What follows belongs to an exercise in optimizing a design on an open flow for small area, a short achievable clock period and few clock cycles per item; a production flow would make more cautious choices. Where RTL was checked, it was by simulation tests only, not by an equivalence proof against the original.

Design asconTop, start of the top module:
module asconTop (
    input  logic                         clk,
    input  logic                         rst,
    input  logic                         start,
    input  logic                         hasAd,
    input  logic                         enc,
    input  logic [128-1:0]   key,
    input  logic [128-1:0]   nonce,
    input  logic [64-1:0]  adBlock,
    input  logic [4-1:0]   adLen,
    input  logic [64-1:0]  textBlock,
    input  logic [4-1:0]   textLen,
    output logic                         read,
    output logic [64-1:0]  outBlock,
    output logic                         outValid,
    output logic [128-1:0]   tag,
    output logic                         tagValid
);
==> flow/config.mk <==
export PLATFORM = sky130hd
export DESIGN_NAME = asconTop
export DESIGN_NICKNAME = asconTop
export VERILOG_FILES = /design/flow/design.v
export SDC_FILE = /design/flow/constraint.sdc
export NUM_CORES = 4
export LEC_CHECK = 0
export CAP_MARGIN = 40
export CORE_MARGIN = 2
export CORE_UTILIZATION = 40
export SLEW_MARGIN = 40
==> flow/constraint.sdc <==
create_clock -name core_clock -period 8.0 [get_ports {clk}]
set_input_delay 1.6000 -clock core_clock [delete_from_list [all_inputs] [get_ports {clk}]]
set_output_delay 1.6000 -clock core_clock [all_outputs]
set_load 0.01 [all_outputs]
standard.sh (not shown) runs the stock make flow with config.mk's settings and CLKGATE_MAP_FILE= SYNTH_SCRIPT=/design/flow/synth_recipe.tcl, a recipe that flattens the netlist after the stock synthesis.
==> flow/flow/run.sh <==
#!/bin/bash
# Standard ORFS layout, with plain buf_1 cells as the port buffers instead of
# the delay cells buffer_ports picks by default, a clock tree with larger
# sink clusters and no dummy loads, and timing repair aiming below the period.
set -euo pipefail
export BUFFER_PORTS_ARGS="-buffer_cell sky130_fd_sc_hd__buf_1"
export CTS_ARGS="-sink_clustering_enable -repair_clock_nets -dont_use_dummy_load -sink_clustering_size 20 -sink_clustering_max_diameter 80"
export SETUP_SLACK_MARGIN=5.2
bash standard.sh > standard.log 2>&1
Testbench counts at the start, summed over its fixed seeds: cycles 17,560, blocks 1,860.
Edit:
--- a/flow/config.mk
+++ b/flow/config.mk
@@ -6,6 +6,6 @@
 export NUM_CORES = 4
 export LEC_CHECK = 0
-export CAP_MARGIN = 40
+export CAP_MARGIN = 20
 export CORE_MARGIN = 2
 export CORE_UTILIZATION = 40
-export SLEW_MARGIN = 40
+export SLEW_MARGIN = 75
The new run completed without violations; non-clock buffer count increases by 367; routed wire length increases by 0.42%; worst hold slack gets worse by 0.15 ns; fmax increases by 0.93%; final cell count increases by 6.3%; area after synthesis stays the same; design area increases by 14%; utilization increases by 6.6 points; setup slack gets better by 0.026 ns.
Edit:
--- a/flow/config.mk
+++ b/flow/config.mk
@@ -6,6 +6,7 @@
 export NUM_CORES = 4
 export LEC_CHECK = 0
+export ABC_AREA = 1
 export CAP_MARGIN = 20
 export CORE_MARGIN = 2
 export CORE_UTILIZATION = 40
-export SLEW_MARGIN = 75
+export SLEW_MARGIN = 40
After rerunning: The new run ran to the end with no violations. Clock skew climbs by 0.0090 ns. Sequential share of layout area goes down by 0.40 points. Maximum frequency falls slightly. Non-clock buffer count shrinks by 333. Cell area rises by a few percent. Clock-buffer cell count rises by 3.
Edit:
--- a/flow/config.mk
+++ b/flow/config.mk
@@ -6,7 +6,7 @@
 export NUM_CORES = 4
 export LEC_CHECK = 0
-export ABC_AREA = 1
 export CAP_MARGIN = 20
 export CORE_MARGIN = 2
 export CORE_UTILIZATION = 40
+export PLACE_DENSITY = 0.65
 export SLEW_MARGIN = 40
Worst hold slack got worse by 0.089 ns; non-clock buffer count decreases by 33.

---

## job 101
Starting RTL as in the previous note.
==> flow/design.v (excerpt) <==
module asconTop (
    input  logic                         clk,
    input  logic                         rst,
    input  logic                         start,
    input  logic                         hasAd,
    input  logic                         enc,
    input  logic [128-1:0]   key,
    input  logic [128-1:0]   nonce,
    input  logic [64-1:0]  adBlock,
    input  logic [4-1:0]   adLen,
    input  logic [64-1:0]  textBlock,
    input  logic [4-1:0]   textLen,
    output logic                         read,
    output logic [64-1:0]  outBlock,
    output logic                         outValid,
    output logic [128-1:0]   tag,
    output logic                         tagValid
);
clock: 8.0 ns
lec_check: 0
cap_margin: 20
core_margin: 2
core_utilization: 40
slew_margin: 50
Scripts as last shown in full above: flow/flow/run.sh
Job 101 finished every step from synthesis to the final layout, and the layout passed the timing, design-rule and antenna checks.
Testbench counts of job 101, summed over its fixed seeds: cycles 17,560, blocks 1,860.
Inputs modified between job 101 and job 102:
Settings: a change of SLEW_MARGIN from 50 to 20; a change of CORE_UTILIZATION from 40 to 55; an added PLACE_DENSITY of 0.8.
Results
- The flow did not stop early for job 101: all stages ran, and the layout cleared the timing, design-rule and antenna checks.
- Job 102: full flow OK, the timing, design-rule and antenna checks passed
- Summary: with job 101 as the reference, total routed wire length on the met1 layer in job 102 moved down by more than 10%.
- Capturing element of the worst setup path = tag[113]: job 101; capturing element of the worst setup path = stateReg[15]$_DFF_P_: job 102
- Job 102 vs. job 101: post-synthesis instance area did not really move, time the worst path needs with I/O delays and setup went up.
Edits applied to the flow inputs when going from job 102 to job 103:
Settings: removing PLACE_DENSITY (formerly 0.8); changing SLEW_MARGIN from 20 to 50; changing CORE_UTILIZATION from 55 to 40.
diff --git a/flow/flow/run.sh b/flow/flow/run.sh
--- a/flow/flow/run.sh
+++ b/flow/flow/run.sh
@@ -7,3 +7,3 @@
 export CTS_ARGS="-sink_clustering_enable -repair_clock_nets -dont_use_dummy_load -sink_clustering_size 20 -sink_clustering_max_diameter 80"
-export SETUP_SLACK_MARGIN=5.2
+export SETUP_SLACK_MARGIN=5.3
 bash standard.sh > standard.log 2>&1
--- outcome ---
Setup slack in job 103 is larger than in job 102.
Maximum fanout count along the critical path, job 102 and job 103, higher one = job 102.
Where maximum frequency is concerned, job 102 is outperformed by job 103.
What job 103 reported for area occupied by multi-input gates has to be multiplied by 0.940 to get the figure for job 102.
Comparing job 102 and job 103, the lower final wirelength is on job 102.
Looking at via count, job 103 sits below job 102.
Job 102 -> job 103: number of buffers inserted for hold repair after clock tree synthesis delta 0, exact match
Going from job 102 to job 103, wire length of the first global-routing pass shows an increase of about 6%, layout overhead on the synthesized area higher.
--- input diff job 103..job 104 ---
Settings: SLEW_MARGIN now 60, was 50.
diff --git a/flow/flow/run.sh b/flow/flow/run.sh
--- a/flow/flow/run.sh
+++ b/flow/flow/run.sh
@@ -7,3 +7,3 @@
 export CTS_ARGS="-sink_clustering_enable -repair_clock_nets -dont_use_dummy_load -sink_clustering_size 20 -sink_clustering_max_diameter 80"
-export SETUP_SLACK_MARGIN=5.3
+export SETUP_SLACK_MARGIN=5.2
 bash standard.sh > standard.log 2>&1
### Flow results
- Status: wire length on met1 parity (job 103, job 104)
- Compared with job 103, in job 104 arrival time of data at the critical path endpoint held steady, utilization dropped 1.2 points, first-pass detailed-route iteration total increased 1.
Changes in job 105 relative to job 104:
Settings: setting TNS_END_PERCENT to 10 for the first time; changing SLEW_MARGIN from 60 to 20.
==> comparison <==
Job 104 and job 105 ended up with roughly the same tightest hold margin.
Lower total routed wire length on the met1 layer among job 105 and job 104: job 104
Job 105 completed; timing, DRC and antenna clean
Job 104 has completed all stages; timing, DRC and antenna checks passed.
Job 105 vs. job 104: non-clock buffer count in the final layout decreased 44, via total after detailed routing decreased 1.4%, non-filler instance count after layout decreased 45, ratio of final minimum period to clock period increased 2.3 points.

---

asconTop, a different RTL version from the one above (not shown whole).
For scale: roughly 530 flip-flops, about 590 I/O pins, about 0.038 mm2 of cells after synthesis.
export LEC_CHECK = 0
export CAP_MARGIN = 20
export CORE_MARGIN = 2
export CORE_UTILIZATION = 40
export SLEW_MARGIN = 20
create_clock -name core_clock -period 8.0 [get_ports {clk}]
==> flow/flow/run.sh <==
#!/bin/bash
# Standard ORFS layout, with plain buf_1 cells as the port buffers instead of
# the delay cells buffer_ports picks by default, and timing repair aiming
# below the clock period.
set -euo pipefail
export BUFFER_PORTS_ARGS="-buffer_cell sky130_fd_sc_hd__buf_1"
bash standard.sh > standard.log 2>&1
Then changed:
--- a/flow/flow/run.sh
+++ b/flow/flow/run.sh
@@ -5,3 +5,4 @@
 set -euo pipefail
 export BUFFER_PORTS_ARGS="-buffer_cell sky130_fd_sc_hd__buf_1"
+export SETUP_SLACK_MARGIN=5.6
 bash standard.sh > standard.log 2>&1
Result:
- The changed run ran to the end with no violations
- maximum frequency went up by well over a third
- cell area climbs by a quarter to a third
- sequential cell count stays the same
- die area stays the same
- utilization rises by 14 points
- worst setup slack gets better by 1.2 ns
- first-iteration DRC count went up by a quarter to a third
- global-route usage grows by 3.8 points
- count of clock-buffer cells in the layout is higher by 7
Then changed:
--- a/flow/flow/run.sh
+++ b/flow/flow/run.sh
@@ -5,4 +5,3 @@
 set -euo pipefail
 export BUFFER_PORTS_ARGS="-buffer_cell sky130_fd_sc_hd__buf_1"
-export SETUP_SLACK_MARGIN=5.6
 bash standard.sh > standard.log 2>&1
- SETUP_SLACK_MARGIN: unset -> 4.5
Effect: Register-to-register slack got worse by 0.73 ns. Routed wire length is lower by roughly a tenth. Via count is lower by roughly a tenth. Die area stays the same. Worst hold slack got worse by 0.083 ns.
No functional check of the RTL was part of any run of this note.

==> static timing again, ports no longer ideal <==
Ports are ideal in the flow. The routed layouts listed here were re-timed in OpenROAD. Step 1, drivers: a clkbuf_16 drives clk and a buf_2 each remaining input, both assumed. Step 2 times the ports against the registers' clock, not the clock port: input delays grow and output delays shrink by t, the midpoint of the rising clock arrivals with the driver on. Slacks: ideal / step 1 / step 2; pairs: ideal / step 1.
run	shift t [ns]	setup WS [ns]	worst setup path at the end	clock arrival spread, ns	worst data-port slew with drivers (ns)
the first run of note 1	0.661	5.178 / 5.142 / 5.120	input to register	0.086 / 0.087	0.18
the second run of note 1	0.659	5.204 / 5.132 / 5.153	input to register	0.053 / 0.053	0.17
the third run of note 1	0.720	5.165 / 5.132 / 4.927	input to register	0.062 / 0.061	0.15
the fourth run of note 1	0.661	5.194 / 5.133 / 5.171	input to register	0.056 / 0.055	0.18
job 101	0.671	5.204 / 5.125 / 5.115	input to register	0.075 / 0.075	0.18
job 102	0.655	5.061 / 5.061 / 5.061	register to register	0.092 / 0.091	0.17
job 103	0.665	5.211 / 5.136 / 5.125	input to register	0.077 / 0.077	0.18
job 104	0.662	5.198 / 5.126 / 5.089	input to register	0.074 / 0.074	0.18
job 105	0.672	5.012 / 5.011 / 5.012	register to register	0.082 / 0.082	0.19
the first run of note 3	0.702	3.914 / 3.914 / 3.611	input to register	0.045 / 0.045	0.18
the second run of note 3	0.716	5.144 / 5.140 / 4.446	input to register	0.032 / 0.032	0.19
the third run of note 3	0.706	4.558 / 4.558 / 4.009	input to register	0.044 / 0.044	0.18
After both steps every run listed still meets setup and hold. For the second run of note 3, which loses most, drivers alone change the setup slack by -0.004 ns; drivers and shift together by -0.698 ns.
